This is an optimization exercise on Yosys and OpenROAD, whose aim is small area, not a production implementation.
RTL that was checked went through simulation tests only; none was proved equivalent to the original.
Power is estimated from default activity; no workload was simulated. The clock port is modelled as an ideal driver; clocking choices that lean on that would not hold on a real chip.

Design scan_top, start of the top module:
module scan_top
#(
    parameter int FIFO_DEPTH = 4
)
(
    input  wire                         w_bus_clk,
    input  wire                         w_adc_rst,
    input  wire [3:0]                   sw,
    input  wire [11:0]      adc_data_0,
    input  wire [11:0]      adc_data_1,
    input  wire [11:0]      adc_data_2,
    input  wire                         sample_strobe,
    input  wire                         dma_on,
    input  wire [27:0]  dma_start_address,
    input  wire [27:0]  dma_buf_size,
    input  wire                         sdram_waitrequest,
    output logic [127:0]             sdram_writedata,
    output logic [27:0]       sdram_address,
    output logic                        sdram_write,
    output logic                        fifo_overflow,
    output logic [15:0]         dma_done_cnt
);
export LEC_CHECK = 0
export CAP_MARGIN = 20
export CORE_AREA = 2.3 2.72 390.08 388.96
export DIE_AREA = 0 0 392.42 392.42
export SLEW_MARGIN = 20
create_clock -name core_clock -period 7.0 [get_ports {w_bus_clk}]
standard.sh (not shown) runs the stock make flow with config.mk's settings and CLKGATE_MAP_FILE= SYNTH_SCRIPT=/design/flow/synth_recipe.tcl, a recipe that flattens the netlist after the stock synthesis.
==> flow/flow/run.sh <==
#!/bin/bash
# Own layout flow: the standard ORFS flow (standard.sh) with these changes.
# Synthesis: the standard flow's synthesis script, but ABC maps with flow/area.abc
#   (flow/my_synth.tcl) and Yosys does not pre-extract half/full adder cells
#   (ADDER_MAP_FILE empty), so ABC maps the arithmetic too. Registers are mapped
#   before ABC, exactly as in the standard synthesis.
# Layout: port buffers are sky130_fd_sc_hd__buf_1 (buffer_ports -buffer_cell),
#   and the clock tree is built without dummy loads (-dont_use_dummy_load).
# Each step's full output goes to a log of its own in this folder; ORFS also
# keeps its per-step logs under orfs/logs.
set -euo pipefail
here=$(pwd)
CTS="-sink_clustering_enable -repair_clock_nets -sink_clustering_size 30"
CTS="$CTS -sink_clustering_max_diameter 110 -buf_list sky130_fd_sc_hd__clkbuf_16"
CTS="$CTS -dont_use_dummy_load"
bash standard.sh "SYNTH_SCRIPT=$here/flow/my_synth.tcl" "ADDER_MAP_FILE=" synth > synth.log 2>&1
bash standard.sh "BUFFER_PORTS_ARGS=-buffer_cell sky130_fd_sc_hd__buf_1" \
    "CTS_ARGS=$CTS" finish > layout.log 2>&1
==> flow/flow/area.abc <==
&get -n
&st
&syn2
&dch
&nf -R 1000
&put
==> flow/flow/my_synth.tcl <==
# The standard synthesis (synth_recipe.tcl in the work folder), with ABC's
# final mapping run with flow/area.abc (an area-recovering mapping) in place of
# ORFS's speed script. Registers are mapped before ABC runs, so they are the
# standard synthesis's.
set my_dir [file dirname [file normalize [info script]]]
proc abc {args} {
  set i [lsearch -exact $args -script]
  if {$i >= 0} {
    lset args [expr {$i + 1}] [file join $::my_dir area.abc]
  }
  yosys abc {*}$args
}
source [file join $my_dir .. synth_recipe.tcl]
The first run finished with setup timing left.
Rerun with:
--- a/flow/flow/run.sh
+++ b/flow/flow/run.sh
@@ -3 +3,2 @@
-# Synthesis: the standard flow's synthesis script, but ABC maps with flow/area.abc
+# Synthesis: the standard flow's synthesis script, but ABC maps with flow/area.abc outside
+#   the sdram_address / base_q cones
==> flow/flow/my_synth.tcl (replaced) <==
# The standard synthesis (synth_recipe.tcl in the work folder), with ABC's
# final mapping split in two:
#  - the logic feeding sdram_address and the base_q registers (the paths with
#    little slack) is mapped with ORFS's own speed script, as in the standard
#    synthesis;
#  - all other logic is mapped with flow/area.abc, an area-recovering script.
# Registers are mapped before ABC runs, so they are the standard synthesis's.
set my_dir [file dirname [file normalize [info script]]]
proc abc {args} {
  set i [lsearch -exact $args -script]
  if {$i < 0} {
    yosys abc {*}$args
    return
  }
  set cone {o:sdram_address c:base_q* %ci1:+sky130_fd_sc_hd__dfxtp_1[D] %u}
  lappend cone {%ci*:-sky130_fd_sc_hd__dfxtp_1[D]:-sky130_fd_sc_hd__edfxtp_1[D,DE]}
  yosys select -set speed_cone {*}$cone
  yosys abc {*}$args @speed_cone
  lset args [expr {$i + 1}] [file join $::my_dir area.abc]
  yosys abc {*}$args
}
source [file join $my_dir .. synth_recipe.tcl]
=> The new run finished but fails on setup timing; via count goes up by 2.3%; sequential power barely changes; total power stays flat; clock power barely changes; setup slack gets better by 230 ps; worst hold slack gets worse by 3.5 ps; design area goes up by 1.8%; maximum frequency goes up by 3.1%.
No run of this note included a check of the RTL's function; only the layout flow was run.

---

Another version of the RTL of scan_top (not shown whole).
Size: about 3700 cells after synthesis, ~1600 flip-flops, about 61000 um^2 of cells after synthesis.
==> flow/config.mk <==
export PLATFORM = sky130hd
export DESIGN_NAME = scan_top
export DESIGN_NICKNAME = scan_top
export VERILOG_FILES = /design/flow/design.v
export SDC_FILE = /design/flow/constraint.sdc
export NUM_CORES = 4
export LEC_CHECK = 0
export CAP_MARGIN = 20
export CORE_MARGIN = 2
export CORE_UTILIZATION = 40
export SLEW_MARGIN = 20
==> flow/constraint.sdc <==
create_clock -name core_clock -period 7.0 [get_ports {w_bus_clk}]
set_input_delay 1.4000 -clock core_clock [delete_from_list [all_inputs] [get_ports {w_bus_clk}]]
set_output_delay 1.4000 -clock core_clock [all_outputs]
set_load 0.01 [all_outputs]
run.sh (not shown) runs the stock make flow with config.mk's settings and CLKGATE_MAP_FILE= SYNTH_SCRIPT=/design/flow/synth_recipe.tcl, a recipe that flattens the netlist after the stock synthesis.
Stock flow here: none of the scripts above is used.
==> next run, changes <==
CTS_BUF_LIST = sky130_fd_sc_hd__clkbuf_16   (was unset)
CTS_CLUSTER_DIAMETER = 80   (was unset)
CTS_CLUSTER_SIZE = 30   (was unset)
After rerunning:
- final cell count drops by a few percent
- wire length drops slightly
- count of clock-buffer cells in the layout drops by 124
- first-iteration DRC count drops by a few percent
- cell area drops by a few percent
- core utilization drops by 1.5 points
- worst setup slack improved by 0.0038 ns
- die area is unchanged
- global-route usage drops by 0.35 points
- clock power drops by a quarter to a third
- critical path depth drops by 2
==> next run, changes <==
ABC_AREA = 1   (was unset)
CTS_BUF_LIST = unset   (was sky130_fd_sc_hd__clkbuf_16)
CTS_CLUSTER_DIAMETER = unset   (was 80)
CTS_CLUSTER_SIZE = unset   (was 30)
After rerunning: Worst setup slack improves by 0.028 ns. Final cell count came out higher by roughly a tenth. Via count is higher by a little under a tenth. Clock skew shrinks by 0.019 ns. Die area grows slightly.

---

scan_top, a different RTL version from the one above (not shown whole).
For scale: ~3,500 cells after synthesis, ~280 I/O pins, roughly 0.060 sq mm of cells after synthesis.
Design scan_top, start of the top module:
module scan_top
#(
    parameter int FIFO_DEPTH = 4
)
(
    input  wire                         w_bus_clk,
    input  wire                         w_adc_rst,
    input  wire [3:0]                   sw,
    input  wire [11:0]      adc_data_0,
    input  wire [11:0]      adc_data_1,
    input  wire [11:0]      adc_data_2,
    input  wire                         sample_strobe,
    input  wire                         dma_on,
    input  wire [27:0]  dma_start_address,
    input  wire [27:0]  dma_buf_size,
    input  wire                         sdram_waitrequest,
    output logic [127:0]             sdram_writedata,
    output logic [27:0]       sdram_address,
    output logic                        sdram_write,
    output logic                        fifo_overflow,
    output logic [15:0]         dma_done_cnt
);
Settings: LEC_CHECK=0, CAP_MARGIN=20, CORE_MARGIN=2, CORE_UTILIZATION=40, PLACE_DENSITY=0.9, SLEW_MARGIN=20; clock period 7.0 ns.
standard.sh (not shown) runs the stock make flow with config.mk's settings and CLKGATE_MAP_FILE= SYNTH_SCRIPT=/design/flow/synth_recipe.tcl, a recipe that flattens the netlist after the stock synthesis.
==> flow/flow/run.sh <==
#!/bin/bash
# Own layout flow: the standard ORFS flow (standard.sh, with the standard
# synthesis unchanged), with two knobs changed after synthesis:
#  - the port buffers are sky130_fd_sc_hd__buf_1 (buffer_ports -buffer_cell)
#    instead of the resizer's default pick;
#  - the clock tree is built without dummy loads (-dont_use_dummy_load).
# Each step's full output goes to a log of its own in this folder; ORFS also
# keeps its per-step logs under orfs/logs.
set -euo pipefail
CTS="-sink_clustering_enable -repair_clock_nets -sink_clustering_size 30"
CTS="$CTS -sink_clustering_max_diameter 100 -buf_list sky130_fd_sc_hd__clkbuf_16"
CTS="$CTS -dont_use_dummy_load"
bash standard.sh synth > synth.log 2>&1
bash standard.sh "BUFFER_PORTS_ARGS=-buffer_cell sky130_fd_sc_hd__buf_1" \
    "CTS_ARGS=$CTS" finish > layout.log 2>&1
Change:
--- a/flow/flow/run.sh
+++ b/flow/flow/run.sh
@@ -10,3 +10,3 @@
 CTS="-sink_clustering_enable -repair_clock_nets -sink_clustering_size 30"
-CTS="$CTS -sink_clustering_max_diameter 100 -buf_list sky130_fd_sc_hd__clkbuf_16"
+CTS="$CTS -sink_clustering_max_diameter 80 -buf_list sky130_fd_sc_hd__clkbuf_16"
 CTS="$CTS -dont_use_dummy_load"
--- a/flow/config.mk
+++ b/flow/config.mk
@@ -10,3 +10,5 @@
 export CORE_UTILIZATION = 40
-export PLACE_DENSITY = 0.9
+export CTS_BUF_LIST = sky130_fd_sc_hd__clkbuf_16
+export CTS_CLUSTER_DIAMETER = 80
+export CTS_CLUSTER_SIZE = 30
 export SLEW_MARGIN = 20
What happened: Setup slack gets worse by 31 ps; via count came out lower by a few percent; global-route usage came out higher by 0.20 points; final area came out higher slightly; clock skew barely changes; power came out higher by a few percent; sequential cell count stays the same; routed wire length barely changes; clock power came out higher by about a fifth; area after synthesis is unchanged.
Change:
==> flow/flow/run.sh (replaced) <==
#!/bin/bash
# Own layout flow: the standard ORFS flow (standard.sh) with these changes.
# Synthesis: the standard flow's synthesis script, but ABC maps with flow/area.abc
#   (flow/my_synth.tcl) and Yosys does not pre-extract half/full adder cells
#   (ADDER_MAP_FILE empty), so ABC maps the arithmetic too. Registers are mapped
#   before ABC, exactly as in the standard synthesis.
# Layout: port buffers are sky130_fd_sc_hd__buf_1 (buffer_ports -buffer_cell),
#   and the clock tree is built without dummy loads (-dont_use_dummy_load).
# Each step's full output goes to a log of its own in this folder; ORFS also
# keeps its per-step logs under orfs/logs.
set -euo pipefail
here=$(pwd)
CTS="-sink_clustering_enable -repair_clock_nets -sink_clustering_size 30"
CTS="$CTS -sink_clustering_max_diameter 110 -buf_list sky130_fd_sc_hd__clkbuf_16"
CTS="$CTS -dont_use_dummy_load"
bash standard.sh "SYNTH_SCRIPT=$here/flow/my_synth.tcl" "ADDER_MAP_FILE=" synth > synth.log 2>&1
bash standard.sh "BUFFER_PORTS_ARGS=-buffer_cell sky130_fd_sc_hd__buf_1" \
    "CTS_ARGS=$CTS" finish > layout.log 2>&1
==> flow/flow/area.abc (new file) <==
&get -n
&st
&syn2
&dch
&nf -R 1000
&put
==> flow/flow/my_synth.tcl (new file) <==
# The standard synthesis (synth_recipe.tcl in the work folder), with ABC's
# final mapping run with flow/area.abc (an area-recovering mapping) in place of
# ORFS's speed script. Registers are mapped before ABC runs, so they are the
# standard synthesis's.
set my_dir [file dirname [file normalize [info script]]]
proc abc {args} {
  set i [lsearch -exact $args -script]
  if {$i >= 0} {
    lset args [expr {$i + 1}] [file join $::my_dir area.abc]
  }
  yosys abc {*}$args
}
source [file join $my_dir .. synth_recipe.tcl]
--- a/flow/config.mk
+++ b/flow/config.mk
@@ -8,4 +8,3 @@
 export CAP_MARGIN = 20
-export CORE_MARGIN = 2
-export CORE_UTILIZATION = 40
+export CORE_AREA = 2.3 2.72 390.08 388.96
 export CTS_BUF_LIST = sky130_fd_sc_hd__clkbuf_16
@@ -13,2 +12,3 @@
 export CTS_CLUSTER_SIZE = 30
+export DIE_AREA = 0 0 392.42 392.42
 export SLEW_MARGIN = 20
Result: The changed run ran to the end with violations: setup timing; total power shrinks by about 4.6%; via count shrinks by 0.84%; die area is unchanged; maximum frequency falls by 4.3%; sequential share of layout area went up by 1.3 points; hold slack gains 14 ps.
Change:
==> flow/flow/run.sh (replaced) <==
#!/bin/bash
# Own layout flow: the standard ORFS flow (standard.sh, with the standard
# synthesis unchanged), with two knobs changed after synthesis:
#  - the port buffers are sky130_fd_sc_hd__buf_1 (buffer_ports -buffer_cell)
#    instead of the resizer's default pick;
#  - the clock tree is built without dummy loads (-dont_use_dummy_load).
# Each step's full output goes to a log of its own in this folder; ORFS also
# keeps its per-step logs under orfs/logs.
set -euo pipefail
CTS="-sink_clustering_enable -repair_clock_nets -sink_clustering_size 30"
CTS="$CTS -sink_clustering_max_diameter 100 -buf_list sky130_fd_sc_hd__clkbuf_16"
CTS="$CTS -dont_use_dummy_load"
bash standard.sh synth > synth.log 2>&1
bash standard.sh "BUFFER_PORTS_ARGS=-buffer_cell sky130_fd_sc_hd__buf_1" \
    "CTS_ARGS=$CTS" finish > layout.log 2>&1
==> flow/config.mk (replaced) <==
export PLATFORM = sky130hd
export DESIGN_NAME = scan_top
export DESIGN_NICKNAME = scan_top
export VERILOG_FILES = /design/flow/design.v
export SDC_FILE = /design/flow/constraint.sdc
export NUM_CORES = 4
export LEC_CHECK = 0
export CAP_MARGIN = 20
export CORE_MARGIN = 2
export CORE_UTILIZATION = 40
export PLACE_DENSITY = 0.8
export SLEW_MARGIN = 20
removed: flow/flow/area.abc
removed: flow/flow/my_synth.tcl
Now the flow passed the timing, DRC and antenna checks.
Total power increases by 0.52%.
Count of clock-buffer cells in the layout increases by 1.
Sequential share of layout area decreases by 0.63 points.
Flip-flop and latch count does not change.
Clock power decreases by about 0.9%.
Cell area increases by 0.87%.
Global-route usage increases by 0.32 points.
Die area does not change.
Worst setup slack improved by 340 ps.
Hold slack got worse by 29 ps.
Change:
==> flow/flow/run.sh (replaced) <==
#!/bin/bash
# Own layout flow: the standard ORFS flow (standard.sh) with these changes.
# Synthesis: the standard flow's synthesis script, but ABC maps with flow/area.abc
#   (flow/my_synth.tcl) and Yosys does not pre-extract half/full adder cells
#   (ADDER_MAP_FILE empty), so ABC maps the arithmetic too. Registers are mapped
#   before ABC, exactly as in the standard synthesis.
# Layout: port buffers are sky130_fd_sc_hd__buf_1 (buffer_ports -buffer_cell),
#   and the clock tree is built without dummy loads (-dont_use_dummy_load).
# Each step's full output goes to a log of its own in this folder; ORFS also
# keeps its per-step logs under orfs/logs.
set -euo pipefail
here=$(pwd)
CTS="-sink_clustering_enable -repair_clock_nets -sink_clustering_size 30"
CTS="$CTS -sink_clustering_max_diameter 80 -buf_list sky130_fd_sc_hd__clkbuf_16"
CTS="$CTS -dont_use_dummy_load"
bash standard.sh "SYNTH_SCRIPT=$here/flow/my_synth.tcl" "ADDER_MAP_FILE=" synth > synth.log 2>&1
bash standard.sh "BUFFER_PORTS_ARGS=-buffer_cell sky130_fd_sc_hd__buf_1" \
    "CTS_ARGS=$CTS" finish > layout.log 2>&1
==> flow/flow/area.abc (new file) <==
&get -n
&st
&syn2
&dch
&nf -R 1000
&put
==> flow/flow/my_synth.tcl (new file) <==
# The standard synthesis (synth_recipe.tcl in the work folder), with ABC's
# final mapping run with flow/area.abc (an area-recovering mapping) in place of
# ORFS's speed script. Registers are mapped before ABC runs, so they are the
# standard synthesis's.
set my_dir [file dirname [file normalize [info script]]]
proc abc {args} {
  set i [lsearch -exact $args -script]
  if {$i >= 0} {
    lset args [expr {$i + 1}] [file join $::my_dir area.abc]
  }
  yosys abc {*}$args
}
source [file join $my_dir .. synth_recipe.tcl]
--- a/flow/config.mk
+++ b/flow/config.mk
@@ -8,5 +8,7 @@
 export CAP_MARGIN = 20
-export CORE_MARGIN = 2
-export CORE_UTILIZATION = 40
-export PLACE_DENSITY = 0.8
+export CORE_AREA = 2.3 2.72 390.08 388.96
+export CTS_BUF_LIST = sky130_fd_sc_hd__clkbuf_16
+export CTS_CLUSTER_DIAMETER = 80
+export CTS_CLUSTER_SIZE = 30
+export DIE_AREA = 0 0 392.42 392.42
 export SLEW_MARGIN = 20
Outcome: The new run completed, yet does not pass: setup timing. Routed wire length came out lower by 2.0%. Final area came out lower by about 0.45%. Clock power came out higher by about 8%. Worst setup slack got worse by 300 ps. Maximum frequency came out lower by 4.2%.

---

Another version of the RTL of scan_top (not shown whole).
Size: roughly 3,500 cells after synthesis, ~280 I/O pins, about 0.060 mm² of cells after synthesis.
// scan_top
module scan_top
#(
    parameter int FIFO_DEPTH = 4
)
(
    input  wire                         w_bus_clk,
    input  wire                         w_adc_rst,
    input  wire [3:0]                   sw,
    input  wire [11:0]      adc_data_0,
    input  wire [11:0]      adc_data_1,
    input  wire [11:0]      adc_data_2,
    input  wire                         sample_strobe,
    input  wire                         dma_on,
    input  wire [27:0]  dma_start_address,
    input  wire [27:0]  dma_buf_size,
    input  wire                         sdram_waitrequest,
    output logic [127:0]             sdram_writedata,
    output logic [27:0]       sdram_address,
    output logic                        sdram_write,
    output logic                        fifo_overflow,
    output logic [15:0]         dma_done_cnt
);
    localparam int CH = 3;
    logic [3:0] sw_q;
    logic [1:0] tm [CH];
    always_ff @(posedge w_bus_clk)
    begin
        if (w_adc_rst)
        begin
            sw_q  <= 4'b1100;
            tm[0] <= 2'd0;
            tm[1] <= 2'd0;
            tm[2] <= 2'd0;
        end
        else
        begin
            sw_q <= sw;
            case (sw_q[3:2])
                2'd0:    tm[0] <= sw_q[1:0];
                2'd1:    tm[1] <= sw_q[1:0];
                2'd2:    tm[2] <= sw_q[1:0];
                default: ;
            endcase
        end
    end
    logic [11:0] ramp_cnt;
    logic [2:0]  lane_idx;
    logic        beat_valid;
    logic        last_lane;
    assign last_lane = (lane_idx == 3'd7);
    always_ff @(posedge w_bus_clk)
    begin
        if (w_adc_rst)
        begin
            ramp_cnt   <= '0;
            lane_idx   <= '0;
            beat_valid <= 1'b0;
        end
        else
        begin
            beat_valid <= sample_strobe && last_lane;
            if (sample_strobe)
            begin
                ramp_cnt <= ramp_cnt + 1'b1;
                lane_idx <= lane_idx + 1'b1;
            end
        end
    end
    logic [27:0] start_q;
    logic [27:0] size_q;
    always_ff @(posedge w_bus_clk)
    begin
        start_q <= dma_start_address;
        size_q  <= dma_buf_size;
    end
    logic [1:0]  grant;
    logic [2:0]  gsel;    
    logic [2:0]  req;
    logic        req_g;
    logic [27:0] idx_g;
    logic [28:0] idx_inc;
    logic        wrap;
    logic [27:0] idx_nxt;
  ...
==> flow/config.mk <==
export PLATFORM = sky130hd
export DESIGN_NAME = scan_top
export DESIGN_NICKNAME = scan_top
export VERILOG_FILES = /design/flow/design.v
export SDC_FILE = /design/flow/constraint.sdc
export NUM_CORES = 4
export LEC_CHECK = 0
export CAP_MARGIN = 20
export CORE_MARGIN = 2
export CORE_UTILIZATION = 50
export PLACE_DENSITY = 0.8
export SLEW_MARGIN = 20
==> flow/constraint.sdc <==
create_clock -name core_clock -period 7.0 [get_ports {w_bus_clk}]
set_input_delay 1.4000 -clock core_clock [delete_from_list [all_inputs] [get_ports {w_bus_clk}]]
set_output_delay 1.4000 -clock core_clock [all_outputs]
set_load 0.01 [all_outputs]
==> flow/flow/run.sh <==
#!/bin/bash
# Own layout flow: the standard ORFS flow (standard.sh, with the standard
# synthesis unchanged), with two knobs changed after synthesis:
#  - the port buffers are sky130_fd_sc_hd__buf_1 (buffer_ports -buffer_cell)
#    instead of the resizer's default pick;
#  - the clock tree is built without dummy loads (-dont_use_dummy_load).
# Each step's full output goes to a log of its own in this folder; ORFS also
# keeps its per-step logs under orfs/logs.
set -euo pipefail
CTS="-sink_clustering_enable -repair_clock_nets -sink_clustering_size 32"
CTS="$CTS -sink_clustering_max_diameter 100 -buf_list sky130_fd_sc_hd__clkbuf_16"
CTS="$CTS -dont_use_dummy_load"
bash standard.sh synth > synth.log 2>&1
bash standard.sh "BUFFER_PORTS_ARGS=-buffer_cell sky130_fd_sc_hd__buf_1" \
    "CTS_ARGS=$CTS" finish > layout.log 2>&1
Edit:
--- a/flow/flow/run.sh
+++ b/flow/flow/run.sh
@@ -8,5 +8,5 @@
 # keeps its per-step logs under orfs/logs.
 set -euo pipefail
-CTS="-sink_clustering_enable -repair_clock_nets -sink_clustering_size 32"
+CTS="-sink_clustering_enable -repair_clock_nets -sink_clustering_size 30"
 CTS="$CTS -sink_clustering_max_diameter 100 -buf_list sky130_fd_sc_hd__clkbuf_16"
 CTS="$CTS -dont_use_dummy_load"
CORE_UTILIZATION = 40   (was 50)
Result:
- routed wire length is higher by 3.3%
- synthesized cell count is unchanged
- via count goes up by 0.73%
- clock power increases by about 3%
- global-route usage came out lower by 4.6 points
- setup slack degrades by 0.068 ns
- clock skew fell by 0.032 ns
- utilization fell by 10 points
Edit:
--- a/flow/flow/run.sh
+++ b/flow/flow/run.sh
@@ -8,5 +8,5 @@
 # keeps its per-step logs under orfs/logs.
 set -euo pipefail
-CTS="-sink_clustering_enable -repair_clock_nets -sink_clustering_size 30"
+CTS="-sink_clustering_enable -repair_clock_nets -sink_clustering_size 32"
 CTS="$CTS -sink_clustering_max_diameter 100 -buf_list sky130_fd_sc_hd__clkbuf_16"
 CTS="$CTS -dont_use_dummy_load"
CORE_UTILIZATION = 60   (was 40)
PLACE_DENSITY = 0.85   (was 0.8)
The new run went through all stages and came out clean.
Register-to-register slack degrades by 0.29 ns.
Clock-buffer cell count came out lower by 4.
Flip-flop and latch count is unchanged.
Edit:
CORE_UTILIZATION = 40   (was 60)
PLACE_DENSITY = 0.8   (was 0.85)
Effect: The new run finished clean; power is about the same; final cell count grows by about 14%; synthesized cell count does not change; via count is lower by 1.6%.

## what the ideal ports hide
The flow's constraints put no driver on any port. The routed layouts listed below were extracted and timed again, unchanged, in two steps. Step 1, drivers: a clkbuf_16 drives w_bus_clk and a buf_2 each remaining input, both assumed. Step 2 adds t to the input delays and takes it off the output delays; t is the mean of the earliest and latest rising clock arrival at the registers after step 1. Input paths then give back, and output paths get back, about the clock's delay inside the block. Slacks: ideal ports / drivers / drivers and shift; pairs: ideal ports / drivers.
| run | shift t [ns] | setup slack, ns | worst setup path after step 2 | worst register clock-pin slew, ns |
|---|---|---|---|---|
| the first run of note 1 | 0.767 | -0.568 / -0.651 / -0.413 | register to register | 0.12 / 0.12 |
| the second run of note 1 | 0.740 | -0.343 / -0.343 / -0.343 | register to register | 0.12 / 0.12 |
| the first run of note 2 | 0.880 | 0.265 / 0.177 / 1.057 | register to output | 0.06 / 0.06 |
| the second run of note 2 | 0.815 | 0.269 / 0.181 / 0.996 | register to output | 0.11 / 0.11 |
| the third run of note 2 | 0.879 | 0.297 / 0.212 / 1.092 | register to output | 0.07 / 0.07 |
| the first run of note 3 | 0.758 | 0.264 / 0.194 / 0.951 | register to output | 0.12 / 0.12 |
| the second run of note 3 | 0.762 | 0.233 / 0.150 / 0.912 | register to output | 0.11 / 0.11 |
| the third run of note 3 | 0.769 | -0.068 / -0.136 / 0.138 | register to register | 0.12 / 0.12 |
| the fourth run of note 3 | 0.760 | 0.275 / 0.208 / 0.968 | register to output | 0.12 / 0.12 |
| the fifth run of note 3 | 0.745 | -0.020 / -0.094 / 0.148 | register to register | 0.12 / 0.12 |
| the first run of note 4 | 0.747 | 0.302 / 0.235 / 0.982 | register to output | 0.12 / 0.12 |
| the second run of note 4 | 0.779 | 0.234 / 0.156 / 0.935 | register to output | 0.12 / 0.12 |
| the third run of note 4 | 0.761 | 0.283 / 0.213 / 0.723 | register to register | 0.12 / 0.12 |
| the fourth run of note 4 | 0.772 | 0.233 / 0.155 / 0.927 | register to output | 0.12 / 0.12 |
